From an optimization exercise on the open Yosys and OpenROAD flow, aimed at small area, a short achievable clock period and few clock cycles; shortcuts taken in it are not production practice. Where RTL was checked, it was by simulation tests only, not by an equivalence proof against the original. Only the layout flow was run in run 3; the RTL was not checked for function there. Power is estimated from default activity; no workload was simulated.

[config.mk]
export PLATFORM = sky130hd
export DESIGN_NAME = ccl_centroid
export DESIGN_NICKNAME = ccl_centroid
export VERILOG_FILES = /design/flow/design.v
export SDC_FILE = /design/flow/constraint.sdc
export NUM_CORES = 4
export LEC_CHECK = 0
export CAP_MARGIN = 20
export CORE_MARGIN = 2
export CORE_UTILIZATION = 40
export CTS_CLUSTER_DIAMETER = 150
export CTS_CLUSTER_SIZE = 24
export SLEW_MARGIN = 20
[constraint.sdc]
create_clock -name core_clock -period 34.0 [get_ports {clk}]
set_input_delay 6.8000 -clock core_clock [delete_from_list [all_inputs] [get_ports {clk}]]
set_output_delay 6.8000 -clock core_clock [all_outputs]
set_load 0.01 [all_outputs]
[run.sh]
#!/bin/bash
# synth_recipe.tcl (not shown) runs the flow's synth.tcl, then flattens the netlist and writes it again
# the make line also repeats each setting of config.mk as NAME=value (left out here)
make -C /OpenROAD-flow-scripts/flow DESIGN_CONFIG=/design/flow/config.mk WORK_HOME=/design/flow/orfs CLKGATE_MAP_FILE= SYNTH_SCRIPT=/design/flow/synth_recipe.tcl finish
[design.v]
package ccl_frame_pkg;
    localparam int img_width  = 16;      
    localparam int img_height = 16;      
    localparam int coord_w = 4;
    typedef logic [coord_w-1:0] coord_t;
endpackage
package ccl_region_pkg;
    localparam int max_labels = 31;      
    localparam int label_w    = 5;
    typedef logic [label_w-1:0] label_t;     
    typedef logic [8:0]  area_t;         
    typedef logic [12:0] sum_t;          
    localparam int frac_bits = 5;
    typedef logic [8:0] centroid_t;
endpackage
`timescale 1ns/1ps
module frame_timing (
    input  logic                  clk,
    input  logic                  reset,
    input  logic                  img_vsync,
    input  logic                  img_href,
    input  logic                  img_bit,
    output logic                  rst_q,
    output logic                  pix_valid,
    output logic                  pix_bit,
    output ccl_frame_pkg::coord_t pix_x,
    output ccl_frame_pkg::coord_t pix_y,
    output logic                  frame_start,
    output logic                  frame_end
);
    logic vsync_q;
    logic vsync_qq;
    logic href_q;
    always_ff @(posedge clk) begin
        rst_q    <= reset;
        vsync_q  <= img_vsync;
        href_q   <= img_href;
        pix_bit  <= img_bit;
        vsync_qq <= vsync_q;
    end
    assign pix_valid   = vsync_q & href_q;
    assign frame_start = vsync_q & ~vsync_qq;
    assign frame_end   = vsync_qq & ~vsync_q;
    always_ff @(posedge clk) begin
        if (pix_valid)
            pix_x <= pix_x + 1'b1;
        else
            pix_x <= '0;
        if (!vsync_q)
            pix_y <= '0;
        else if (pix_valid && pix_x == 4'd15)
            pix_y <= pix_y + 1'b1;
    end
endmodule
`timescale 1ns/1ps
module line_label_buffer (
    input  logic                   clk,
    input  logic                   shift,
    input  ccl_region_pkg::label_t din,
    output ccl_region_pkg::label_t left,
    output ccl_region_pkg::label_t up_right2,
    output ccl_region_pkg::label_t up_right,
    output ccl_region_pkg::label_t up
);
    ccl_region_pkg::label_t sr [16];
    always_ff @(posedge clk) begin
        if (shift) begin
            sr[0] <= din;
            for (int i = 1; i < 16; i++)
                sr[i] <= sr[i-1];
        end
    end
    assign left      = sr[0];
    assign up_right2 = sr[13];
    assign up_right  = sr[14];
    assign up        = sr[15];
endmodule
`timescale 1ns/1ps
module label_assigner (
    input  logic                   clk,
    input  logic                   pix_valid,
    input  logic                   pix_bit,
    input  ccl_frame_pkg::coord_t  pix_x,
    input  ccl_frame_pkg::coord_t  pix_y,
    input  logic                   frame_start,
    output ccl_region_pkg::label_t cur_label,
    output logic                   need_new,    
    output ccl_region_pkg::label_t n_labels     
);
    ccl_region_pkg::label_t left_raw, ur_raw, up_raw, ur2_raw;
    ccl_region_pkg::label_t left_n;
    ccl_region_pkg::label_t above_q;        
    ccl_region_pkg::label_t above_next;
    ccl_region_pkg::label_t best;
    ccl_region_pkg::label_t fresh;          
    logic                   exhausted;      
    logic                   last_col, next_ul_out, next_ur_out, next_top;
    function automatic logic [4:0] min_nz(input logic [4:0] a, input logic [4:0] b);
        if (a == 5'd0)
            min_nz = b;
        else if (b == 5'd0)
            min_nz = a;
        else
            min_nz = (a < b) ? a : b;
    endfunction
    line_label_buffer line_label_buffer_inst (
        .clk       (clk),
        .shift     (pix_valid),
        .din       (cur_label),
        .left      (left_raw),
        .up_right2 (ur2_raw),
        .up_right  (ur_raw),
        .up        (up_raw)
    );
    always_comb begin
        last_col    = (pix_x == 4'd15);
        next_ul_out = last_col;                     
        next_ur_out = (pix_x == 4'd14);             
        next_top    = (pix_y == 4'd0) && !last_col;
        above_next  = min_nz(min_nz(next_ul_out ? 5'd0 : up_raw, ur_raw),
                             next_ur_out ? 5'd0 : ur2_raw);
        if (next_top)
            above_next = 5'd0;
    end
    always_ff @(posedge clk) begin
        if (pix_valid)
            above_q <= above_next;
        else if (pix_y == 4'd0)
            above_q <= 5'd0;                        
    end
    always_comb begin
        left_n   = (pix_x == 4'd0) ? 5'd0 : left_raw;
        best     = min_nz(left_n, above_q);
        need_new = pix_bit && (best == 5'd0) && !exhausted;
        if (!pix_bit)
            cur_label = 5'd0;
        else if (best != 5'd0)
            cur_label = best;
        else if (!exhausted)
            cur_label = fresh;
        else
            cur_label = 5'd0;            
    end
    always_ff @(posedge clk) begin
        if (frame_start) begin
            n_labels  <= 5'd0;
            fresh     <= 5'd1;
            exhausted <= 1'b0;
        end else if (pix_valid && need_new) begin
            n_labels  <= fresh;
            fresh     <= fresh + 1'b1;
            exhausted <= (fresh == 5'd31);
        end
    end
endmodule
`timescale 1ns/1ps
module region_accumulator (
    input  logic                   clk,
    input  logic                   acc_en,
    input  logic                   acc_new,     
    input  logic [31:1]            sel,         
    input  ccl_frame_pkg::coord_t  acc_x,
    input  ccl_frame_pkg::coord_t  acc_y,
    output logic [8:0]             area_rd,
    output logic [10:0]            sum_x_rd,
    output logic [10:0]            sum_y_rd
);
    logic [31:1][29:0] mem;
    logic [29:0]       rd;
    logic [29:0]       base;
    logic [29:0]       wdata;
    always_comb begin
        rd = '0;
        for (int i = 1; i < 32; i++)
            rd = rd | (mem[i] & {30{sel[i]}});
    end
    assign area_rd  = {rd[29:22] == 8'd0, rd[29:22]};
    assign sum_x_rd = rd[21:11];
    assign sum_y_rd = rd[10:0];
    assign base  = acc_new ? 30'd0 : rd;
    assign wdata = {base[29:22] + 8'd1,
                    base[21:11] + {7'd0, acc_x},
                    base[10:0]  + {7'd0, acc_y}};
    always_ff @(posedge clk) begin
        for (int i = 1; i < 32; i++)
            if (acc_en && sel[i])
                mem[i] <= wdata;
    end
endmodule
`timescale 1ns/1ps
module div_stage #(
    parameter int N = 3
) (
    input  logic [7:0] r_in,
    input  logic [8:0] nb_in,       
    input  logic [8:0] q_in,
    input  logic [8:0] a,
    output logic [7:0] r_out,
    output logic [8:0] nb_out,
    output logic [8:0] q_out
);
    logic [8:0] t  [N+1];
    logic [9:0] d  [N+1];
    logic [7:0] r  [N+1];
    logic [8:0] nb [N+1];
    logic [8:0] q  [N+1];
    always_comb begin
        r[0]  = r_in;
        nb[0] = nb_in;
        q[0]  = q_in;
        for (int i = 0; i < N; i++) begin
            t[i]    = {r[i], nb[i][8]};
            d[i]    = {1'b0, t[i]} - {1'b0, a};
            nb[i+1] = {nb[i][7:0], 1'b0};
            if (!d[i][9]) begin
                r[i+1] = d[i][7:0];
                q[i+1] = {q[i][7:0], 1'b1};
            end else begin
                r[i+1] = t[i][7:0];
                q[i+1] = {q[i][7:0], 1'b0};
            end
        end
        r_out  = r[N];
        nb_out = nb[N];
        q_out  = q[N];
    end
endmodule
module centroid_reporter #(
    parameter int K1 = 1,
    parameter int K2 = 3,
    parameter int K3 = 3,
    parameter int K4 = 2
) (
    input  logic                      clk,
    input  logic                      rst,
    input  logic                      go,           
    input  logic                      phase,        
    input  logic                      single,       
    input  logic                      empty_done,   
    input  ccl_region_pkg::label_t    n_labels,
    input  logic [8:0]                area_in,
    input  logic [10:0]               sum_x_in,
    input  logic [10:0]               sum_y_in,
    output logic                      region_valid,
    output ccl_region_pkg::label_t    region_label,
    output ccl_region_pkg::area_t     region_area,
    output ccl_region_pkg::centroid_t centroid_x,
    output ccl_region_pkg::centroid_t centroid_y,
    output logic                      report_done
);
    logic [10:0] s_in;
    logic [7:0]  r0, r1, r2, r3, r4;
    logic [8:0]  nb0, nb1, nb2, nb3, nb4;
    logic [8:0]  q1, q2, q3, q4;
    logic [7:0]  r1_q, r2_q, r3_q;
    logic [8:0]  nb1_q, nb2_q, nb3_q;
    logic [8:0]  q1_q, q2_q, q3_q;
    logic [8:0]  a1_q, a2_q, a3_q;
    logic        v1_q, v2_q, v3_q;
    logic        y1_q, y2_q, y3_q;          
    logic        b1_q, b2_q, b3_q;          
    logic        out_x, out_y;
    ccl_region_pkg::label_t next_label;
    assign s_in = phase ? sum_y_in : sum_x_in;
    assign r0  = {1'b0, s_in[10:4]};
    assign nb0 = {s_in[3:0], 5'd0};
    div_stage #(.N(K1)) st1 (.r_in(r0),   .nb_in(nb0),   .q_in(9'd0), .a(area_in),
                             .r_out(r1),  .nb_out(nb1),  .q_out(q1));
    div_stage #(.N(K2)) st2 (.r_in(r1_q), .nb_in(nb1_q), .q_in(q1_q), .a(a1_q),
                             .r_out(r2),  .nb_out(nb2),  .q_out(q2));
    div_stage #(.N(K3)) st3 (.r_in(r2_q), .nb_in(nb2_q), .q_in(q2_q), .a(a2_q),
                             .r_out(r3),  .nb_out(nb3),  .q_out(q3));
    div_stage #(.N(K4)) st4 (.r_in(r3_q), .nb_in(nb3_q), .q_in(q3_q), .a(a3_q),
                             .r_out(r4),  .nb_out(nb4),  .q_out(q4));
    always_ff @(posedge clk) begin
        r1_q  <= r1;
        nb1_q <= nb1;
        q1_q  <= q1;
        a1_q  <= single ? {1'b0, sum_x_in[3:0], sum_y_in[3:0]} : area_in;
        y1_q  <= phase || single;
        b1_q  <= single;
        b2_q  <= b1_q;
        b3_q  <= b2_q;
        r2_q  <= r2;
        nb2_q <= nb2;
        q2_q  <= q2;
        a2_q  <= a1_q;
        y2_q  <= y1_q;
        r3_q  <= r3;
        nb3_q <= nb3;
        q3_q  <= q3;
        a3_q  <= a2_q;
        y3_q  <= y2_q;
    end
    assign next_label = region_label + 1'b1;
    assign out_x      = (v3_q && !y3_q) || b3_q;
    assign out_y      = v3_q && y3_q;
    always_ff @(posedge clk) begin
        if (rst) begin
            v1_q         <= 1'b0;
            v2_q         <= 1'b0;
            v3_q         <= 1'b0;
            region_valid <= 1'b0;
            report_done  <= 1'b0;
            region_label <= '0;
        end else begin
            v1_q <= go;
            v2_q <= v1_q;
            v3_q <= v2_q;
            region_valid <= out_y;
            report_done  <= (out_y && next_label == n_labels) || empty_done;
            if (out_y)
                region_label <= next_label;
            else if (report_done)
                region_label <= '0;
        end
    end
    always_ff @(posedge clk) begin
        if (out_x)
            centroid_x <= b3_q ? {a3_q[7:4], 5'd0} : q4;
        centroid_y  <= b3_q ? {a3_q[3:0], 5'd0} : q4;
        region_area <= b3_q ? 9'd1 : a3_q;
    end
endmodule
`timescale 1ns/1ps
module ccl_centroid (
    input  logic                      clk,
    input  logic                      reset,
    input  logic                      img_vsync,
    input  logic                      img_href,
    input  logic                      img_bit,
    output logic                      region_valid,
    output ccl_region_pkg::label_t    region_label,
    output ccl_region_pkg::area_t     region_area,
    output ccl_region_pkg::centroid_t centroid_x,
    output ccl_region_pkg::centroid_t centroid_y,
    output logic                      report_done
);
    logic                   rst_q;
    logic                   pix_valid;
    logic                   pix_bit;
    ccl_frame_pkg::coord_t  pix_x;
    ccl_frame_pkg::coord_t  pix_y;
    logic                   frame_start;
    logic                   frame_end;
    ccl_region_pkg::label_t cur_label;
    logic                   need_new;
    ccl_region_pkg::label_t n_labels;
    logic                   acc_en;
    logic                   acc_new;
    ccl_frame_pkg::coord_t  acc_x;
    ccl_frame_pkg::coord_t  acc_y;
    ccl_region_pkg::label_t addr;       
    logic [31:1]            sel;        
    logic                   busy;
    logic                   phase;
    logic                   go;
    logic                   single;     
    logic                   advance;    
    logic                   empty_done;
    logic [8:0]             area_rd;
    logic [10:0]            sum_x_rd;
    logic [10:0]            sum_y_rd;
    frame_timing frame_timing_inst (
        .clk         (clk),
        .reset       (reset),
        .img_vsync   (img_vsync),
        .img_href    (img_href),
        .img_bit     (img_bit),
        .rst_q       (rst_q),
        .pix_valid   (pix_valid),
        .pix_bit     (pix_bit),
        .pix_x       (pix_x),
        .pix_y       (pix_y),
        .frame_start (frame_start),
        .frame_end   (frame_end)
    );
    label_assigner label_assigner_inst (
        .clk         (clk),
        .pix_valid   (pix_valid),
        .pix_bit     (pix_bit),
        .pix_x       (pix_x),
        .pix_y       (pix_y),
        .frame_start (frame_start),
        .cur_label   (cur_label),
        .need_new    (need_new),
        .n_labels    (n_labels)
    );
    assign go         = busy || (frame_end && n_labels != 5'd0);
    assign single     = !phase && area_rd == 9'd1;
    assign advance    = phase || single;
    assign empty_done = frame_end && n_labels == 5'd0;
    always_ff @(posedge clk) begin
        if (rst_q) begin
            busy  <= 1'b0;
            phase <= 1'b0;
        end else if (go) begin
            phase <= ~advance;
            busy  <= ~(advance && addr == n_labels);
        end
    end
    always_ff @(posedge clk) begin
        acc_en  <= pix_valid;
        acc_new <= pix_valid && need_new;
        acc_x   <= pix_x;
        acc_y   <= pix_y;
        if (pix_valid)
            addr <= cur_label;
        else if (go)
            addr <= advance ? addr + 1'b1 : addr;
        else
            addr <= 5'd1;
    end
    always_comb begin
        for (int i = 1; i < 32; i++)
            sel[i] = (addr == 5'(i));
    end
    region_accumulator region_accumulator_inst (
        .clk      (clk),
        .acc_en   (acc_en),
        .acc_new  (acc_new),
        .sel      (sel),
        .acc_x    (acc_x),
        .acc_y    (acc_y),
        .area_rd  (area_rd),
        .sum_x_rd (sum_x_rd),
        .sum_y_rd (sum_y_rd)
    );
    centroid_reporter centroid_reporter_inst (
        .clk          (clk),
        .rst          (rst_q),
        .go           (go),
        .phase        (phase),
        .single       (single),
        .empty_done   (empty_done),
        .n_labels     (n_labels),
        .area_in      (area_rd),
        .sum_x_in     (sum_x_rd),
        .sum_y_in     (sum_y_rd),
        .region_valid (region_valid),
        .region_label (region_label),
        .region_area  (region_area),
        .centroid_x   (centroid_x),
        .centroid_y   (centroid_y),
        .report_done  (report_done)
    );
endmodule
==> results_dict.tcl, run 1 <==
set metrics [dict create \
    synthDominantAreaCellType "sky130_fd_sc_hd__edfxtp_1" \
    synth_top_cells_by_area "sky130_fd_sc_hd__edfxtp_1, sky130_fd_sc_hd__dfxtp_1, sky130_fd_sc_hd__a22oi_1" \
    critPathTopFamily "buffers and inverters" \
    commonest_cells_in_the_netlist "sky130_fd_sc_hd__edfxtp_1, sky130_fd_sc_hd__a22oi_1, sky130_fd_sc_hd__dfxtp_1, sky130_fd_sc_hd__nand2_1, sky130_fd_sc_hd__nor2_1" \
    tritoncts.num_buffers 54 \
    critical_path_at_ns 1.71 \
    power_frac_seq_pct 40.8 \
    layoutNonFillerInstCount 4604 \
    sequential_cell_area_um2 33600 \
    final-max-slew-violation-count 0 \
    detailed_place_hpwl_um 79900 \
    timing.hold.ws_ns 0.337 \
    multi_input_area_um2 12300 \
    power_switching_share_pct 35.7 \
    clock_tree_from_tritoncts "done" \
    initial_core_utilization_pct 40.2 \
    syn-num-nets 3139 \
    synth-edff-count 1029 \
    antenna_found_initial 2 \
    grt_pass1_vias 26800 \
    reg2regPathDepth 31 \
    most_frequently_used_cell_type_in_the_post_synthesis_netlist "sky130_fd_sc_hd__edfxtp_1" \
    yosys.area_share.adder_pct 3.30 \
    io_pins 39 \
    grt_first_pass_wirelength_um 199000 \
    timing.critical_path.depth 1 \
    clock-root-buffer "sky130_fd_sc_hd__clkbuf_16" \
    power.density_cell_area_nw_per_um2 89.7 \
    timing.clock.skew_ns 0.0727 \
    detail_route.wirelength_um 141000 \
    ys_seq_elements 1165 \
    fin_crit_sh_pct 25.0 \
    relSlewSlack_pct 17.2 \
    die_h_um 345 \
    max_clock_freq_mhz 118 \
    finalCriticalPeriod_ns 8.51 \
    routed-via-count 28200 \
    share_clk_of_total_power_pct 16.2 \
    worst_ep_required_time_ns 27.20 \
    drt_pre_antenna_iters 6 \
    remaining_drc_errors 0 \
    run_status "complete, no violations" \
    track_usage_pct 23.2 \
    synth_top_family_by_area "compound AO/OA/AOI/OAI gates" \
    cts_hold_buffers 0 \
    core_area_um2 116000 \
    post_drt_wl_per_cell_um 30.7 \
    maximum_number_of_pins_on_one_net_before_global_route_repair 94 \
    clock_sinks 1165 \
    fraction_of_synthesized_area_in_multiplexers_pct 2.72 \
    synth-warning-count 25 \
    postRouteAntennaNets 0 \
    irDropWorstVdd_v 0.000118 \
    timing.critical_path.fanout_max 6 \
    layout.core_utilization_pct 43.9 \
    buffer_ports.inserted 38 \
    p_total_uw 4570 \
    hold_viol 0 \
    drt_iter0_drc 3938 \
    synth_compound_area_share_pct 11.0 \
    power.net_switching_uw 1630 \
    drt-vias-per-instance 6.12 \
    slowest_stage "sky130_fd_sc_hd__clkdlybuf4s50_1" \
    die_outline_width_um 345 \
    dp_cells 4530 \
    post_cts_resized 0 \
    grt-ovfl-total 0 \
    synth-xor-area-share_pct 1.45 \
    clkTransAtPathRegs_ns 0.10 \
    worstMarginPinSlew_ns 1.24 \
    syn-cell-area_um2 46600 \
    die_area_um2 119000 \
    max-clock-path-buffers 3 \
    final-setup-viol-count 0 \
    cellLeakagePower_uw 0.0169 \
    timing.critical_path.from_type "register" \
    fillerInstances 10200 \
    async_reset_ff_share_pct 0 \
    synth_simple_gate_area_share_pct 7.04 \
    postCtsSetupBuffers 0 \
    clkLatencyLatePin_ns 0.73 \
    gp_congestion 0.832 \
    internal_power_uw 2940 \
    worst_setup_path_end_kind "output port" \
    floorplan.rows 125 \
    worst_hold_path_type "reg2reg" \
    portion_of_synthesized_cell_area_occupied_by_the_leading_cell_type_pct 66.4 \
    flow.area_growth_from_synthesis_pct 9.32 \
    setup-tns-final_ns 0 \
    fin_nets 3184 \
    syn_avg_cell_area_um2 15.4 \
    h_tree_lvl_count 2 \
    slowest_delay_ns 0.58 \
    part_of_the_yosys_area_used_for_sequential_elements_pct 72.2 \
    max_cap_viol_count 0 \
    synth_cell_type_count 85 \
    share_of_layout_cells_above_drive_strength_1_pct 9.94 \
    post_synth_inst_count 3017 \
    hold_depth 0 \
    combPwrFrac_pct 43.0 \
    critical_path_class "reg2out" \
    grt_setup_unrepaired "false" \
    critical_path_buf_inv_count 1 \
    synthFlopType "sky130_fd_sc_hd__edfxtp_1" \
    crit_path_cell_trace "clkdlybuf4s50_1" \
]
[sequential cells by signal, summed over array words and instances, names as in the netlist, 7 cells and up]
signal                                         cells
centroid_reporter_inst.a2_q                        9
centroid_reporter_inst.r1_q                        8
centroid_reporter_inst.centroid_x                  9
centroid_reporter_inst.centroid_y                  9
centroid_reporter_inst.a3_q                        9
centroid_reporter_inst.r3_q                        8
centroid_reporter_inst.q3_q                        7
centroid_reporter_inst.a1_q                        9
centroid_reporter_inst.region_area                 9
centroid_reporter_inst.r2_q                        8
region_accumulator_inst.mem                      930
label_assigner_inst.line_label_buffer_inst.sr     80
[through the flow]
step	cell area (um2)	setup slack [ns]
after floorplan	46600	26.77
after global placement	49300	26.22
after detailed placement	49300	26.21
after CTS	50800	25.44
after global routing	50900	25.41
final	50900	25.49
[power groups by stage]
stage	clock (uW)	sequential, uW	combinational (uW)
6_report	739	1860	1960
2_1_floorplan	0	1880	1440
3_3_place_gp	0	1900	1900
5_1_grt	797	1870	2180
3_5_place_dp	0	1900	1930
4_1_cts	752	1870	1950
[cell type report]
type / count / area share (%)
sequential: 1165 / 66.1
multi-input combinational: 1597 / 24.3
tap: 1524 / 3.75
clock buffer: 69 / 2.77
timing repair buffer: 136 / 2.22
inverter: 108 / 0.799
clock inverter: 4 / 0.157
antenna: 1 / 0.00492
[cells by family (layout without fill, tap and decap cells)]
group / after synthesis / after routing
AOI/OAI and AO/OA: 680 / 680
xor gates and xnor gates: 77 / 77
adders and majority gates: 118 / 118
buffers and inverters: 255 / 317
DFF: 1165 / 1165
muxes: 116 / 116
other: 0 / 1
and+or+nand+nor: 606 / 606
[per-layer routing]
metal	track usage, %	vias up	share of wire [%]
li1	-	12000	-
met1	31.2	14300	39
met2	36.8	1577	46
met3	5.79	268	11
met4	7.69	4	3.6
met5	0	-	0.021
[placed cells by master (no fill, tap or decap), types with 35 or more instances in the layout]
cell type	count
sky130_fd_sc_hd__nand2_1	125
sky130_fd_sc_hd__nor2b_1	44
sky130_fd_sc_hd__a21oi_1	70
sky130_fd_sc_hd__mux2i_1	59
sky130_fd_sc_hd__mux2_2	51
sky130_fd_sc_hd__clkbuf_16	54
sky130_fd_sc_hd__clkdlybuf4s50_1	38
sky130_fd_sc_hd__inv_1	107
sky130_fd_sc_hd__a221oi_1	75
sky130_fd_sc_hd__xnor2_1	35
sky130_fd_sc_hd__nor2_1	111
sky130_fd_sc_hd__ha_1	107
sky130_fd_sc_hd__dfxtp_1	135
sky130_fd_sc_hd__nand4_1	44
sky130_fd_sc_hd__nand3_1	68
sky130_fd_sc_hd__a22o_1	60
sky130_fd_sc_hd__edfxtp_1	1029
sky130_fd_sc_hd__o21ai_0	61
sky130_fd_sc_hd__a22oi_1	189
sky130_fd_sc_hd__buf_4	97
[final timing paths]
| kind | from | endpoint | slack, ns |
|---|---|---|---|
| max reg2reg | centroid_reporter_inst.a1_q[1] | centroid_reporter_inst.r2_q[7] | 26.38 |
| min reg2reg | centroid_reporter_inst.q2_q[2] | centroid_reporter_inst.q3_q[5] | 0.34 |
| min | centroid_reporter_inst.q2_q[2] | centroid_reporter_inst.q3_q[5] | 0.34 |
| max | centroid_reporter_inst.region_label[0] | region_label[0] | 25.49 |
Testbench counts, summed over its fixed seeds: cycles 56,369.
==> run 2, diff against run 1 <==
--- a/design.v
+++ b/design.v
@@ -262,2 +262,3 @@
     logic        out_x, out_y;
+    ccl_region_pkg::label_t n_done;         
     ccl_region_pkg::label_t next_label;
@@ -294,3 +295,3 @@
     end
-    assign next_label = region_label + 1'b1;
+    assign next_label = n_done + 1'b1;
     assign out_x      = (v3_q && !y3_q) || b3_q;
@@ -304,3 +305,3 @@
             report_done  <= 1'b0;
-            region_label <= '0;
+            n_done       <= '0;
         end else begin
@@ -312,5 +313,5 @@
             if (out_y)
-                region_label <= next_label;
+                n_done <= next_label;
             else if (report_done)
-                region_label <= '0;
+                n_done <= '0;
         end
@@ -322,2 +323,3 @@
         region_area <= b3_q ? 9'd1 : a3_q;
+        region_label <= next_label;
     end
==> flow/run.sh (new file) <==
#!/bin/bash
# Standard ORFS layout, except that the port buffers are buf_4 cells rather
# than the delay buffers buffer_ports picks by default.
set -euo pipefail
bash standard.sh BUFFER_PORTS_ARGS="-buffer_cell sky130_fd_sc_hd__buf_4" finish > flow_make.log 2>&1
==> standard.sh (new file) <==
#!/bin/bash
# synth_recipe.tcl (not shown) runs the flow's synth.tcl, then flattens the netlist and writes it again
# the make line also repeats each setting of config.mk as NAME=value (left out here)
make -C /OpenROAD-flow-scripts/flow DESIGN_CONFIG=/design/flow/config.mk WORK_HOME=/design/flow/orfs CLKGATE_MAP_FILE= SYNTH_SCRIPT=/design/flow/synth_recipe.tcl "${@:-finish}"
removed: run.sh
==> run 2 against run 1 <==
Against the previous run: combinational power is essentially flat; non-clock buffer count grew 12; clock skew shrank 0.033 ns; fmax grew 6.1%; final area grew 0.60%; sequential power is essentially flat; routed wire length grew 3.4%; sequential share of layout area shrank 0.20 points; critical endpoint is now report_done; largest cell class unchanged.
==> results_dict.tcl, run 2 <==
set metrics [dict create \
    clkTransAtPathRegs_ns 0.09 \
    portion_of_synthesized_cell_area_occupied_by_the_leading_cell_type_pct 66.0 \
    syn_avg_cell_area_um2 15.3 \
    grt_setup_unrepaired "false" \
    final-max-slew-violation-count 0 \
    critical_path_at_ns 1.22 \
    core_area_um2 116000 \
    drt_iter0_drc 4371 \
    io_pins 39 \
    clkLatencyLatePin_ns 0.70 \
    die_outline_width_um 346 \
    worstMarginPinSlew_ns 1.12 \
    slowest_stage "sky130_fd_sc_hd__dfxtp_1" \
    async_reset_ff_share_pct 0 \
    syn-num-nets 3190 \
    most_frequently_used_cell_type_in_the_post_synthesis_netlist "sky130_fd_sc_hd__edfxtp_1" \
    largestRegisters "region_accumulator_inst.mem (930), label_assigner_inst.line_label_buffer_inst.sr (80)" \
    slowest_delay_ns 0.41 \
    max_cap_viol_count 0 \
    run_status "complete, no violations" \
    timing.critical_path.from_type "register" \
    grt_first_pass_wirelength_um 206000 \
    part_of_the_yosys_area_used_for_sequential_elements_pct 72.0 \
    post_synth_inst_count 3068 \
    synth-edff-count 1029 \
    timing.critical_path.fanout_max 5 \
    maximum_number_of_pins_on_one_net_before_global_route_repair 115 \
    largest_register_ff_count 930 \
    worst_ep_required_time_ns 27.20 \
    hold_viol 0 \
    ys_seq_elements 1170 \
    cellLeakagePower_uw 0.0171 \
    critPathTopFamily "flip-flops" \
    buffer_ports.inserted 38 \
    antenna_found_initial 2 \
    power.density_cell_area_nw_per_um2 90.0 \
    final-setup-viol-count 0 \
    timing.hold.ws_ns 0.335 \
    fillerInstances 10200 \
    floorplan.rows 125 \
    post_drt_wl_per_cell_um 31.3 \
    setup-tns-final_ns 0 \
    post_cts_resized 0 \
    synth_cell_type_count 92 \
    tritoncts.num_buffers 54 \
    layout.cells.most_common "sky130_fd_sc_hd__edfxtp_1" \
    synthFlopType "sky130_fd_sc_hd__edfxtp_1" \
    synth_top_cells_by_area "sky130_fd_sc_hd__edfxtp_1, sky130_fd_sc_hd__dfxtp_1, sky130_fd_sc_hd__a22oi_1" \
    track_usage_pct 23.9 \
    flow.area_growth_from_synthesis_pct 9.30 \
    sequential_cell_area_um2 33700 \
    fin_nets 3254 \
    finalCriticalPeriod_ns 8.02 \
    grt-ovfl-total 0 \
    cts_hold_buffers 0 \
    max-clock-path-buffers 3 \
    register_containing_the_most_flip_flops_in_the_final_layout "region_accumulator_inst.mem" \
    relSlewSlack_pct 25.6 \
    critical_path_buf_inv_count 1 \
    gp_congestion 0.880 \
    mostFrequentLayoutCells "sky130_fd_sc_hd__edfxtp_1, sky130_fd_sc_hd__a22oi_1, sky130_fd_sc_hd__buf_4" \
    worst_setup_path_end_kind "output port" \
    critical_path_class "reg2out" \
    remaining_drc_errors 0 \
    irDropWorstVdd_v 0.000112 \
    commonest_cells_in_the_netlist "sky130_fd_sc_hd__edfxtp_1, sky130_fd_sc_hd__a22oi_1, sky130_fd_sc_hd__dfxtp_1, sky130_fd_sc_hd__nand2_1, sky130_fd_sc_hd__nor2_1" \
    die_area_um2 120000 \
    multi_input_area_um2 12500 \
    routed-via-count 29000 \
    share_of_layout_cells_above_drive_strength_1_pct 11.2 \
    clock_tree_from_tritoncts "done" \
    detailed_place_hpwl_um 85300 \
    syn-cell-area_um2 46900 \
    hold_depth 0 \
    crit_path_cell_trace "buf_4" \
    synth-warning-count 25 \
    postCtsSetupBuffers 0 \
    postRouteAntennaNets 0 \
    die_h_um 346 \
    initial_core_utilization_pct 40.3 \
    grt_pass1_vias 27300 \
    h_tree_lvl_count 2 \
    detail_route.wirelength_um 146000 \
    reg2regPathDepth 31 \
    max_clock_freq_mhz 125 \
    worst_hold_path_type "reg2reg" \
    clock_sinks 1170 \
    timing.clock.skew_ns 0.0401 \
    fin_crit_sh_pct 23.6 \
    synthDominantAreaCellType "sky130_fd_sc_hd__edfxtp_1" \
    drt_pre_antenna_iters 7 \
    drt-vias-per-instance 6.19 \
    clock-root-buffer "sky130_fd_sc_hd__clkbuf_16" \
    timing.critical_path.depth 1 \
]
==> run 2: cell types whose count changed in the layout (fill, tap and decap cells not counted), sizes merged, moves of 9 or more <==
cell / before / now
o2111ai: 5 / 14
nand4: 44 / 32
nand2: 125 / 137
mux2: 53 / 42
buf: 98 / 148
a32oi: 19 / 6
a22oi: 189 / 201
a221oi: 75 / 56
clkdlybuf4s50: 38 / 0
o21ai: 63 / 75
nand3: 68 / 84
==> run 2: final timing paths <==
| kind | slack [ns] | endpoint | from |
|---|---|---|---|
| setup reg to reg | 26.58 | centroid_reporter_inst.r2_q[3] | centroid_reporter_inst.a1_q[1] |
| hold / removal | 0.33 | centroid_reporter_inst.b3_q | centroid_reporter_inst.b2_q |
| hold reg to reg | 0.33 | centroid_reporter_inst.b3_q | centroid_reporter_inst.b2_q |
| setup / recovery | 25.98 | report_done | centroid_reporter_inst.report_done |
==> run 2: cell families (layout without fill, tap and decap cells) <==
family / after synthesis / in the layout / synth area share [%]
flops: 1170 / 1170 / 72.0
compound gates: 706 / 706 / 11.2
simple gates: 650 / 650 / 7.54
buf+inv: 244 / 327 / 2.10
fa+ha+maj: 118 / 118 / 3.28
mux: 100 / 100 / 2.36
xor+xnor: 80 / 80 / 1.50
other cells: 0 / 1 / 0
==> run 2: area by class of cell <==
cell class | instances | area share (%)
multi-input cells | 1654 | 24.5
clock buffers | 72 | 2.81
well taps | 1524 | 3.72
repair buffers | 148 | 2.21
inverters | 104 | 0.765
clock inverters | 3 | 0.134
flip-flops and latches | 1170 | 65.9
diodes | 1 | 0.00489
==> run 2: report_power, final <==
part,switching [uW],internal (uW)
logic,1180,816
clock network,442,300
registers,44.0,1830
total,1660,2950
==> run 2: metal layers <==
metal	global-route usage [%]	wire (um)	vias up
met5	0	0	-
met4	7.78	5410	0
met3	4.47	16300	305
met2	37.9	66800	1810
met1	33.3	57900	14700
li1	-	-	12200
==> run 2: per-stage QoR <==
step	std cells	instance area, um2	utilization, %	setup WS (ns)	power [uW]
floorplan	3068	46900	-	26.81	3340
global placement	4596	49600	42.7	26.69	3860
detailed placement	4599	49600	42.7	26.68	3880
CTS	4674	51100	44.0	25.94	4610
global route	4675	51200	44.1	25.71	4890
finish	4676	51200	44.1	25.98	4610
Testbench counts of run 2, summed over its fixed seeds: cycles 56,369.
==> run 3, diff against run 2 <==
--- a/design.v
+++ b/design.v
@@ -31,14 +31,9 @@
     logic vsync_q;
-    logic vsync_qq;
-    logic href_q;
-    always_ff @(posedge clk) begin
-        rst_q    <= reset;
-        vsync_q  <= img_vsync;
-        href_q   <= img_href;
-        pix_bit  <= img_bit;
-        vsync_qq <= vsync_q;
-    end
-    assign pix_valid   = vsync_q & href_q;
-    assign frame_start = vsync_q & ~vsync_qq;
-    assign frame_end   = vsync_qq & ~vsync_q;
+    always_ff @(posedge clk)
+        vsync_q <= img_vsync;
+    assign rst_q       = reset;
+    assign pix_bit     = img_bit;
+    assign pix_valid   = img_vsync & img_href;
+    assign frame_start = img_vsync & ~vsync_q;
+    assign frame_end   = vsync_q & ~img_vsync;
     always_ff @(posedge clk) begin
@@ -48,3 +43,3 @@
             pix_x <= '0;
-        if (!vsync_q)
+        if (!img_vsync)
             pix_y <= '0;
@@ -238,2 +233,3 @@
     input  logic                      single,       
+    input  logic                      frame_end,
     input  logic                      empty_done,   
@@ -314,3 +310,3 @@
                 n_done <= next_label;
-            else if (report_done)
+            else if (frame_end)
                 n_done <= '0;
@@ -436,2 +432,3 @@
         .single       (single),
+        .frame_end    (frame_end),
         .empty_done   (empty_done),
==> run 3 against run 2 <==
Against the previous run: non-clock buffer count is 20 lower; first-iteration DRC count decreased by 12%; hold slack lost 0.00051 ns; sequential power about the same; fmax fell by 6.3%; clock power is 0.5% lower; global-route usage down 1.2 points; critical path type is now in2reg; critical endpoint is now label_assigner_inst.above_q[0]; largest cell class unchanged.
==> results_dict.tcl, run 3 <==
set metrics [dict create \
    syn-num-nets 3183 \
    final-setup-viol-count 0 \
    share_of_layout_cells_above_drive_strength_1_pct 11.4 \
    setup-tns-final_ns 0 \
    detailed_place_hpwl_um 80500 \
    clock_tree_from_tritoncts "done" \
    die_outline_width_um 347 \
    buffer_ports.inserted 38 \
    clkTransAtPathRegs_ns 0.09 \
    clock-root-buffer "sky130_fd_sc_hd__clkbuf_16" \
    part_of_the_yosys_area_used_for_sequential_elements_pct 71.3 \
    detail_route.wirelength_um 140000 \
    maximum_number_of_pins_on_one_net_before_global_route_repair 118 \
    multi_input_area_um2 12700 \
    initial_core_utilization_pct 40.5 \
    synthDominantAreaCellType "sky130_fd_sc_hd__edfxtp_1" \
    grt_setup_unrepaired "false" \
    drt-vias-per-instance 6.10 \
    worstMarginPinSlew_ns 1.16 \
    postCtsSetupBuffers 0 \
    fin_nets 3224 \
    layout.core_utilization_pct 43.9 \
    clock_sinks 1166 \
    post_drt_wl_per_cell_um 30.2 \
    reg2regPathDepth 29 \
    max-clock-path-buffers 3 \
    relSlewSlack_pct 22.6 \
    mostFrequentLayoutCells "sky130_fd_sc_hd__edfxtp_1, sky130_fd_sc_hd__a22oi_1, sky130_fd_sc_hd__dfxtp_1" \
    timing.critical_path.fanout_max 52 \
    grt_pass1_vias 26800 \
    cts_hold_buffers 0 \
    drt_pre_antenna_iters 6 \
    synth-warning-count 25 \
    syn-cell-area_um2 47200 \
    power.density_cell_area_nw_per_um2 85.7 \
    layout.cells.most_common "sky130_fd_sc_hd__edfxtp_1" \
    largestRegisters "region_accumulator_inst.mem (930), label_assigner_inst.line_label_buffer_inst.sr (80)" \
    synthFlopType "sky130_fd_sc_hd__edfxtp_1" \
    cellLeakagePower_uw 0.0171 \
    io_pins 39 \
    max_cap_viol_count 0 \
    track_usage_pct 22.7 \
    timing.critical_path.from_type "primary input" \
    postRouteAntennaNets 0 \
    remaining_drc_errors 0 \
    hold_viol 0 \
    fin_crit_sh_pct 25.2 \
    die_area_um2 121000 \
    synth-edff-count 1029 \
    flow.area_growth_from_synthesis_pct 8.51 \
    h_tree_lvl_count 2 \
    most_frequently_used_cell_type_in_the_post_synthesis_netlist "sky130_fd_sc_hd__edfxtp_1" \
    die_h_um 347 \
    irDropWorstVdd_v 0.000116 \
    grt-ovfl-total 0 \
    async_reset_ff_share_pct 0 \
    register_containing_the_most_flip_flops_in_the_final_layout "region_accumulator_inst.mem" \
    tritoncts.num_buffers 54 \
    routed-via-count 28300 \
    sequential_cell_area_um2 33600 \
    max_clock_freq_mhz 117 \
    final-max-slew-violation-count 0 \
    post_synth_inst_count 3061 \
    worst_ep_required_time_ns 34.53 \
    syn_avg_cell_area_um2 15.4 \
    largest_register_ff_count 930 \
    timing.clock.skew_ns 0.0519 \
    critical_path_class "in2reg" \
    hold_depth 0 \
    synth_cell_type_count 94 \
    grt_first_pass_wirelength_um 197000 \
    worst_hold_path_type "reg2reg" \
    gp_congestion 0.827 \
    finalCriticalPeriod_ns 8.56 \
    portion_of_synthesized_cell_area_occupied_by_the_leading_cell_type_pct 65.5 \
    fillerInstances 10300 \
    critical_path_at_ns 9.09 \
    commonest_cells_in_the_netlist "sky130_fd_sc_hd__edfxtp_1, sky130_fd_sc_hd__a22oi_1, sky130_fd_sc_hd__dfxtp_1, sky130_fd_sc_hd__nand2_1, sky130_fd_sc_hd__ha_1" \
    num_antenna_cells 0 \
    ys_seq_elements 1166 \
    post_cts_resized 0 \
    synth_top_cells_by_area "sky130_fd_sc_hd__edfxtp_1, sky130_fd_sc_hd__dfxtp_1, sky130_fd_sc_hd__a22oi_1" \
    run_status "complete, no violations" \
    clkLatencyLatePin_ns 0.70 \
    worst_setup_path_end_kind "register" \
    antenna_found_initial 2 \
    floorplan.rows 125 \
    core_area_um2 117000 \
    drt_iter0_drc 3863 \
]
-- run 3: cell types whose count changed after synthesis, moves of 11 or more --
cell                        before  now
sky130_fd_sc_hd__mux2_2         38   55
sky130_fd_sc_hd__o2111ai_1      14    3
sky130_fd_sc_hd__a22oi_1       201  216
sky130_fd_sc_hd__buf_6           1   14
sky130_fd_sc_hd__clkbuf_1       95   81
sky130_fd_sc_hd__a21o_1         39   26
-- run 3: worst paths after layout --
path,slack (ns),from,end
worst max register to register,26.48,centroid_reporter_inst.a1_q[1],centroid_reporter_inst.r2_q[7]
worst min-delay path,0.33,centroid_reporter_inst.b2_q,centroid_reporter_inst.b3_q
worst min register to register,0.33,centroid_reporter_inst.b2_q,centroid_reporter_inst.b3_q
worst max-delay path,25.44,img_vsync,label_assigner_inst.above_q[0]
-- run 3: stage by stage --
stage	cells	setup WS [ns]	total power, uW	instance area, um2	hold WS, ns
5_1_grt	4644	25.23	4670	51200	0.342
3_5_place_dp	4570	24.76	3670	49600	0.313
3_3_place_gp	4570	24.82	3650	49600	0.312
2_1_floorplan	3061	24.22	3220	47200	0.310
6_report	4644	25.44	4390	51200	0.334
4_1_cts	4644	25.49	4400	51100	0.335
-- run 3: worst max-delay path, stage by stage --
cell and delay, ns:
sky130_fd_sc_hd__buf_4 0.14, sky130_fd_sc_hd__nand2_1 0.17, sky130_fd_sc_hd__clkinv_2 0.42, sky130_fd_sc_hd__buf_4 0.60, sky130_fd_sc_hd__o21ai_1 0.37, sky130_fd_sc_hd__or2_2 0.38
sky130_fd_sc_hd__mux2i_1 0.14
-- run 3: cells by family after synthesis --
group | count (synthesis) | share of synthesized area, %
adders and majority gates | 118 | 3.26
muxes | 125 | 3.04
AOI/OAI and AO/OA | 672 | 10.6
xor gates and xnor gates | 79 | 1.47
and+or+nand+nor | 653 | 7.99
buffers and inverters | 248 | 2.35
DFF | 1166 | 71.3
-- run 3: power by group --
| group | internal, uW | switching (uW) |
|---|---|---|
| clock | 299 | 439 |
| sequential | 1800 | 37.7 |
| combinational | 762 | 1040 |
| total | 2860 | 1520 |
-- run 3: final cells by class --
type / instances / share of cell area (%)
Sequential cell: 1166 / 65.8
Clock inverter: 3 / 0.120
Tap cell: 1524 / 3.73
Inverter: 105 / 0.773
Clock buffer: 71 / 2.81
Multi-Input combinational cell: 1647 / 24.9
Timing Repair Buffer: 128 / 1.93
-- run 3: per-layer routing --
metal	wire (um)	GRT usage [%]
met1	56700	31.8
met2	64500	36.5
met3	14500	3.86
met4	4310	6.29
met5	0	0
==> run 4, diff against run 3 <==
--- a/design.v
+++ b/design.v
@@ -233,3 +233,2 @@
     input  logic                      single,       
-    input  logic                      frame_end,
     input  logic                      empty_done,   
@@ -310,3 +309,3 @@
                 n_done <= next_label;
-            else if (frame_end)
+            else if (report_done)
                 n_done <= '0;
@@ -432,3 +431,2 @@
         .single       (single),
-        .frame_end    (frame_end),
         .empty_done   (empty_done),
==> run 4 against run 3 <==
Against the previous run: combinational power up about 10%; clock power about the same; power up 4.9%; still clean; global-route usage up 0.14 points; largest cell class unchanged; critical path type is now reg2out.
==> results_dict.tcl, run 4 <==
set metrics [dict create \
    buffer_ports.inserted 38 \
    cts_hold_buffers 0 \
    h_tree_lvl_count 2 \
    critical_path.reg2reg.endpoint "centroid_reporter_inst.r2_q[3]" \
    async_reset_ff_share_pct 0 \
    synth-edff-count 1029 \
    fillerInstances 10300 \
    postCtsSetupBuffers 0 \
    timing.critical_path.from_type "register" \
    postRouteAntennaNets 0 \
    worstMarginPinSlew_ns 1.12 \
    grt.busiest_layer "met2" \
    tritoncts.num_buffers 54 \
    detail_route.wirelength_um 141000 \
    portion_of_synthesized_cell_area_occupied_by_the_leading_cell_type_pct 65.7 \
    remaining_drc_errors 0 \
    detailed_place_hpwl_um 80200 \
    max-clock-path-buffers 3 \
    gp_congestion 0.819 \
    drt-vias-per-instance 6.17 \
    fin_nets 3232 \
    post_drt_wl_per_cell_um 30.4 \
    syn_avg_cell_area_um2 15.4 \
    worst_hold_path_type "reg2reg" \
    flow.area_growth_from_synthesis_pct 8.90 \
    dp_cells 4578 \
    max_clock_freq_mhz 124 \
    crit_path_cell_trace "buf_4" \
    drt_iter0_drc 3924 \
    setup.reg_to_reg.worst_slack_ns 26.37 \
    use_met1_pct 32.0 \
    grt_setup_unrepaired "false" \
    worst_setup_path_end_kind "output port" \
    critPathTopFamily "flip-flops" \
    reg2regPathDepth 31 \
    worst_ep_required_time_ns 27.20 \
    sequential_cell_area_um2 33600 \
    part_of_the_yosys_area_used_for_sequential_elements_pct 71.6 \
    clkTransAtPathRegs_ns 0.10 \
    critical_path_class "reg2out" \
    multi_input_area_um2 12600 \
    final-setup-viol-count 0 \
    share_of_layout_cells_above_drive_strength_1_pct 11.3 \
    synth-warning-count 25 \
    synth_top_cells_by_area "sky130_fd_sc_hd__edfxtp_1, sky130_fd_sc_hd__dfxtp_1, sky130_fd_sc_hd__a22oi_1" \
    syn-num-nets 3182 \
    max_cap_viol_count 0 \
    critical_path_buf_inv_count 1 \
    commonest_cells_in_the_netlist "sky130_fd_sc_hd__edfxtp_1, sky130_fd_sc_hd__a22oi_1, sky130_fd_sc_hd__dfxtp_1, sky130_fd_sc_hd__nand2_1, sky130_fd_sc_hd__inv_1" \
    post_cts_resized 0 \
    timing.clock.skew_ns 0.0449 \
    grt_util_met2_pct 36.8 \
    power.density_cell_area_nw_per_um2 89.9 \
    antenna_found_initial 0 \
    die_h_um 347 \
    track_usage_pct 22.8 \
    mostFrequentLayoutCells "sky130_fd_sc_hd__edfxtp_1, sky130_fd_sc_hd__a22oi_1, sky130_fd_sc_hd__nand2_1, sky130_fd_sc_hd__dfxtp_1, sky130_fd_sc_hd__buf_4" \
    register_containing_the_most_flip_flops_in_the_final_layout "region_accumulator_inst.mem" \
    slowest_delay_ns 0.41 \
    synthFlopType "sky130_fd_sc_hd__edfxtp_1" \
    routed-via-count 28700 \
    io_pins 39 \
    synthDominantAreaCellType "sky130_fd_sc_hd__edfxtp_1" \
    cellLeakagePower_uw 0.0172 \
    die_area_um2 120000 \
    slowest_stage "sky130_fd_sc_hd__dfxtp_1" \
    grt_pass1_vias 26900 \
    timing.critical_path.fanout_max 5 \
    layoutNonFillerInstCount 4657 \
    largestRegisters "region_accumulator_inst.mem (930), label_assigner_inst.line_label_buffer_inst.sr (80)" \
    setup-tns-final_ns 0 \
    drt_pre_antenna_iters 6 \
    syn-cell-area_um2 47000 \
    post_synth_inst_count 3060 \
    grtUsageMet3_pct 3.82 \
    worstReg2RegStart "centroid_reporter_inst.a1_q[1]" \
    finalCriticalPeriod_ns 8.05 \
    initial_core_utilization_pct 40.4 \
    irDropWorstVdd_v 0.000113 \
    hold_depth 0 \
    grt_first_pass_wirelength_um 199000 \
    hold_path_endpoint "centroid_reporter_inst.y3_q" \
    synth_cell_type_count 97 \
    hold_path_startpoint "centroid_reporter_inst.y2_q" \
    largest_register_ff_count 930 \
    most_frequently_used_cell_type_in_the_post_synthesis_netlist "sky130_fd_sc_hd__edfxtp_1" \
    clock-root-buffer "sky130_fd_sc_hd__clkbuf_16" \
    critical_path_at_ns 1.25 \
    final-max-slew-violation-count 0 \
    clock_sinks 1166 \
    hold_viol 0 \
    floorplan.rows 125 \
    relSlewSlack_pct 25.2 \
    ys_seq_elements 1166 \
    maximum_number_of_pins_on_one_net_before_global_route_repair 125 \
    clkLatencyLatePin_ns 0.70 \
    die_outline_width_um 347 \
    layout.cells.most_common "sky130_fd_sc_hd__edfxtp_1" \
    grt-ovfl-total 0 \
    core_area_um2 116000 \
    clock_tree_from_tritoncts "done" \
    fin_crit_sh_pct 23.7 \
    run_status "complete, no violations" \
]
==> run 4: cell types whose count changed after synthesis, sizes merged, moves of 11 or more <==
cell | before | now
a21o | 26 | 37
a22oi | 217 | 203
buf | 62 | 46
clkbuf | 81 | 99
mux2 | 73 | 49
nand3b | 14 | 25
nor2 | 109 | 91
nor2b | 48 | 35
==> run 4: layer usage <==
layer | share of wire, % | routed length [um] | up-vias
met5 | 0 | 0 | -
met4 | 3.1 | 4350 | 0
met3 | 11 | 14900 | 268
met2 | 46 | 65300 | 1700
met1 | 40 | 56900 | 14600
li1 | - | - | 12100
==> run 4: kinds of logic after synthesis <==
logic type                 after synthesis  synth area share, %
AOI/OAI and AO/OA                      711                 11.4
xor gates and xnor gates                76                 1.42
adders and majority gates              118                 3.26
buffers and inverters                  258                 2.39
DFF                                   1166                 71.6
muxes                                   91                 2.24
and+or+nand+nor                        640                 7.76
==> run 4: layout make-up <==
type | instances | area share, %
tap | 1524 | 3.73
antenna | 2 | 0.00978
clock buffer | 73 | 2.78
inverter | 113 | 0.831
multi-input combinational | 1636 | 24.6
clock inverter | 4 | 0.137
sequential | 1166 | 65.7
timing repair buffer | 139 | 2.15
==> run 4: worst max-delay path by stage <==
stage	start	slack (ns)	cells after the start	end
4_1_cts	centroid_reporter_inst.report_done	25.90	1	report_done
5_1_grt	centroid_reporter_inst.a1_q[1]	25.49	31	centroid_reporter_inst.r2_q[3]
3_3_place_gp	img_vsync	25.45	5	addr[0]
3_5_place_dp	img_vsync	25.41	5	addr[0]
6_report	centroid_reporter_inst.report_done	25.95	1	report_done
2_1_floorplan	img_vsync	24.18	7	label_assigner_inst.fresh[1]
==> run 4: per-stage QoR <==
stage | total power [uW] | area, um2 | worst slack [ns] | util (%) | hold slack [ns]
6_report | 4600 | 51200 | 25.95 | 44.0 | 0.334
5_1_grt | 4880 | 51200 | 25.49 | 44.0 | 0.339
4_1_cts | 4610 | 51100 | 25.90 | 44.0 | 0.334
3_5_place_dp | 3880 | 49700 | 25.41 | 42.7 | 0.312
3_3_place_gp | 3850 | 49600 | 25.45 | 42.6 | 0.312
2_1_floorplan | 3360 | 47000 | 24.18 | - | 0.310
==> run 4: power by group <==
group	total [uW]	internal (uW)	switching, uW
clock network	739	297	442
logic	2000	826	1170
registers	1870	1830	39.1
total	4600	2950	1650
Testbench counts of run 4, summed over its fixed seeds: cycles 56,177.
==> run 5, diff against run 4 <==
--- a/config.mk
+++ b/config.mk
@@ -10,4 +10,4 @@
 export CORE_UTILIZATION = 40
-export CTS_CLUSTER_DIAMETER = 150
-export CTS_CLUSTER_SIZE = 24
+export CTS_CLUSTER_DIAMETER = 130
+export CTS_CLUSTER_SIZE = 28
 export SLEW_MARGIN = 20
==> run 5 against run 4 <==
Against the previous run: combinational power barely moved; critical path type unchanged; synthesized cell count did not move; utilization fell by 0.15 points.
==> results_dict.tcl, run 5 <==
set metrics [dict create \
    run_status "complete, no violations" \
    remaining_drc_errors 0 \
    max-clock-path-buffers 3 \
    drt_pre_antenna_iters 8 \
    largestRegisters "region_accumulator_inst.mem (930), label_assigner_inst.line_label_buffer_inst.sr (80)" \
    grt_first_pass_wirelength_um 198000 \
    clock-root-buffer "sky130_fd_sc_hd__clkbuf_16" \
    tritoncts.num_buffers 47 \
    layout.cells.most_common "sky130_fd_sc_hd__edfxtp_1" \
    setup-tns-final_ns 0 \
    cellLeakagePower_uw 0.0171 \
    detail_route.wirelength_um 141000 \
    worstReg2RegStart "centroid_reporter_inst.a1_q[1]" \
    core_area_um2 116000 \
    detailed_place_hpwl_um 80200 \
    layoutNonFillerInstCount 4644 \
    sequential_cell_area_um2 33600 \
    worst_setup_path_end_kind "output port" \
    synth-warning-count 25 \
    async_reset_ff_share_pct 0 \
    irDropWorstVdd_v 0.000113 \
    syn-cell-area_um2 47000 \
    postCtsSetupBuffers 0 \
    most_frequently_used_cell_type_in_the_post_synthesis_netlist "sky130_fd_sc_hd__edfxtp_1" \
    die_area_um2 120000 \
    timing.clock.skew_ns 0.0518 \
    setup.reg_to_reg.worst_slack_ns 26.43 \
    post_synth_inst_count 3060 \
    maximum_number_of_pins_on_one_net_before_global_route_repair 125 \
    num_antenna_cells 0 \
    hold_path_endpoint "centroid_reporter_inst.q2_q[3]" \
    final-max-slew-violation-count 0 \
    floorplan.rows 125 \
    slowest_delay_ns 0.42 \
    post_cts_resized 0 \
    dp_cells 4578 \
    postRouteAntennaNets 0 \
    synthFlopType "sky130_fd_sc_hd__edfxtp_1" \
    critPathTopFamily "flip-flops" \
    track_usage_pct 22.8 \
    flow.area_growth_from_synthesis_pct 8.52 \
    highest_layer "met4" \
    critical_path.reg2reg.endpoint "centroid_reporter_inst.r2_q[3]" \
    antenna_found_initial 2 \
    grt_pass1_vias 26900 \
    portion_of_synthesized_cell_area_occupied_by_the_leading_cell_type_pct 65.7 \
    p_total_uw 4560 \
    drt-vias-per-instance 6.13 \
    synth_top_cells_by_area "sky130_fd_sc_hd__edfxtp_1, sky130_fd_sc_hd__dfxtp_1, sky130_fd_sc_hd__a22oi_1" \
    synth_cell_type_count 97 \
    io_pins 39 \
    final-setup-viol-count 0 \
    power.density_cell_area_nw_per_um2 89.4 \
    mostFrequentLayoutCells "sky130_fd_sc_hd__edfxtp_1, sky130_fd_sc_hd__a22oi_1, sky130_fd_sc_hd__nand2_1, sky130_fd_sc_hd__dfxtp_1, sky130_fd_sc_hd__buf_4" \
    clkLatencyLatePin_ns 0.70 \
    h_tree_lvl_count 2 \
    fin_crit_sh_pct 23.6 \
    max_cap_viol_count 0 \
    share_of_layout_cells_above_drive_strength_1_pct 11.1 \
    grt_setup_unrepaired "false" \
    fillerInstances 10300 \
    synthDominantAreaCellType "sky130_fd_sc_hd__edfxtp_1" \
    cts_hold_buffers 0 \
    layout.core_utilization_pct 43.8 \
    hold_depth 0 \
    hold_viol 0 \
    critical_path_at_ns 1.23 \
    clock_sinks 1166 \
    clock_tree_from_tritoncts "done" \
    critical_path_class "reg2out" \
    grt-ovfl-total 0 \
    routed-wl-met2_um 65300 \
    slowest_stage "sky130_fd_sc_hd__dfxtp_1" \
    part_of_the_yosys_area_used_for_sequential_elements_pct 71.6 \
    critical_path_buf_inv_count 1 \
    gp_congestion 0.819 \
    drt_iter0_drc 3868 \
    initial_core_utilization_pct 40.4 \
    buffer_ports.inserted 38 \
    post_drt_wl_per_cell_um 30.4 \
    register_containing_the_most_flip_flops_in_the_final_layout "region_accumulator_inst.mem" \
    worst_ep_required_time_ns 27.20 \
    routed-via-count 28500 \
    ys_seq_elements 1166 \
    die_h_um 347 \
    timing.critical_path.fanout_max 5 \
    syn-num-nets 3182 \
    reg2regPathDepth 31 \
    multi_input_area_um2 12600 \
    relSlewSlack_pct 24.4 \
    max_clock_freq_mhz 125 \
    worst_hold_path_type "reg2reg" \
    largest_register_ff_count 930 \
    worstMarginPinSlew_ns 1.13 \
    fin_nets 3225 \
    syn_avg_cell_area_um2 15.4 \
    hold_path_startpoint "centroid_reporter_inst.q1_q[0]" \
    commonest_cells_in_the_netlist "sky130_fd_sc_hd__edfxtp_1, sky130_fd_sc_hd__a22oi_1, sky130_fd_sc_hd__dfxtp_1, sky130_fd_sc_hd__nand2_1, sky130_fd_sc_hd__inv_1" \
    crit_path_cell_trace "buf_4" \
    wl_met1_um 57300 \
    synth-edff-count 1029 \
    clkTransAtPathRegs_ns 0.11 \
    finalCriticalPeriod_ns 8.03 \
    die_outline_width_um 347 \
    timing.critical_path.from_type "register" \
    route.met3.wl_um 14200 \
]
-- run 5: power by group --
part           leakage [uW]  internal [uW]  switching [uW]
combinational       0.00590            826            1170
sequential           0.0105           1830            38.9
clock              0.000636            265             431
-- run 5: worst max-delay path by stage --
stage                                            start                             end  slack, ns  cells after the start
floorplan                                    img_vsync    label_assigner_inst.fresh[1]      24.18                      7
global placement                             img_vsync                         addr[0]      25.45                      5
detailed placement                           img_vsync                         addr[0]      25.41                      5
CTS                 centroid_reporter_inst.report_done                     report_done      25.93                      1
global route            centroid_reporter_inst.a1_q[1]  centroid_reporter_inst.r2_q[3]      25.49                     31
finish              centroid_reporter_inst.report_done                     report_done      25.97                      1
-- run 5: cell families (layout without fill, tap and decap cells) --
logic type,after synthesis,count (layout),synth area share (%)
compound gates,711,711,11.4
xor+xnor,76,76,1.42
fa+ha+maj,118,118,3.26
buf+inv,258,318,2.39
flops,1166,1166,71.6
mux,91,91,2.24
simple gates,640,640,7.76
-- run 5: stage by stage --
stage / setup slack, ns / hold WS [ns] / area (um2)
global route: 25.49 / 0.343 / 51000
CTS: 25.93 / 0.337 / 51000
detailed placement: 25.41 / 0.312 / 49700
floorplan: 24.18 / 0.310 / 47000
global placement: 25.45 / 0.312 / 49600
finish: 25.97 / 0.337 / 51000
-- run 5: metal layers --
metal	vias to the layer above	GRT usage, %
met1	14500	31.6
met2	1566	36.7
li1	12100	-
met3	270	4.10
met4	0	6.27
met5	-	0
-- run 5: area by class of cell --
| class | count | share of cell area [%] |
|---|---|---|
| clock buffers | 63 | 2.47 |
| multi-input cells | 1636 | 24.7 |
| inverters | 113 | 0.834 |
| clock inverters | 3 | 0.120 |
| repair buffers | 139 | 2.16 |
| well taps | 1524 | 3.74 |
| flip-flops and latches | 1166 | 66.0 |

port drivers added, routing unchanged:
No port has a modelled driver above. Below, the same layouts with a new extraction and two added sets of constraints. Step 1 sets driving cells, clkbuf_16 on the clock port and buf_2 on the other inputs (assumed; they add their load-dependent delay and slew). Step 2 times the ports against the registers' clock, not the clock port: input delays grow and output delays shrink by t, the midpoint of the rising clock arrivals with the driver on. Slacks: ideal ports / drivers / drivers and shift; pairs: ideal ports / drivers.
run | shift t [ns] | slack for setup (ns) | worst setup path after step 2 | slew at the worst register clock pin (ns)
run 1 | 0.760 | 25.491 / 25.427 / 26.188 | register to output | 0.11 / 0.11
run 2 | 0.754 | 25.977 / 25.902 / 26.583 | register to register | 0.11 / 0.11
run 3 | 0.744 | 25.439 / 25.483 / 24.739 | input to register | 0.11 / 0.11
run 4 | 0.746 | 25.953 / 25.884 / 25.483 | input to register | 0.11 / 0.11
run 5 | 0.734 | 25.972 / 25.905 / 25.443 | input to register | 0.12 / 0.12
After both steps setup and hold are still met in every run listed. For run 3, which loses most, drivers alone change the setup slack by +0.044 ns; drivers and shift together by -0.700 ns.
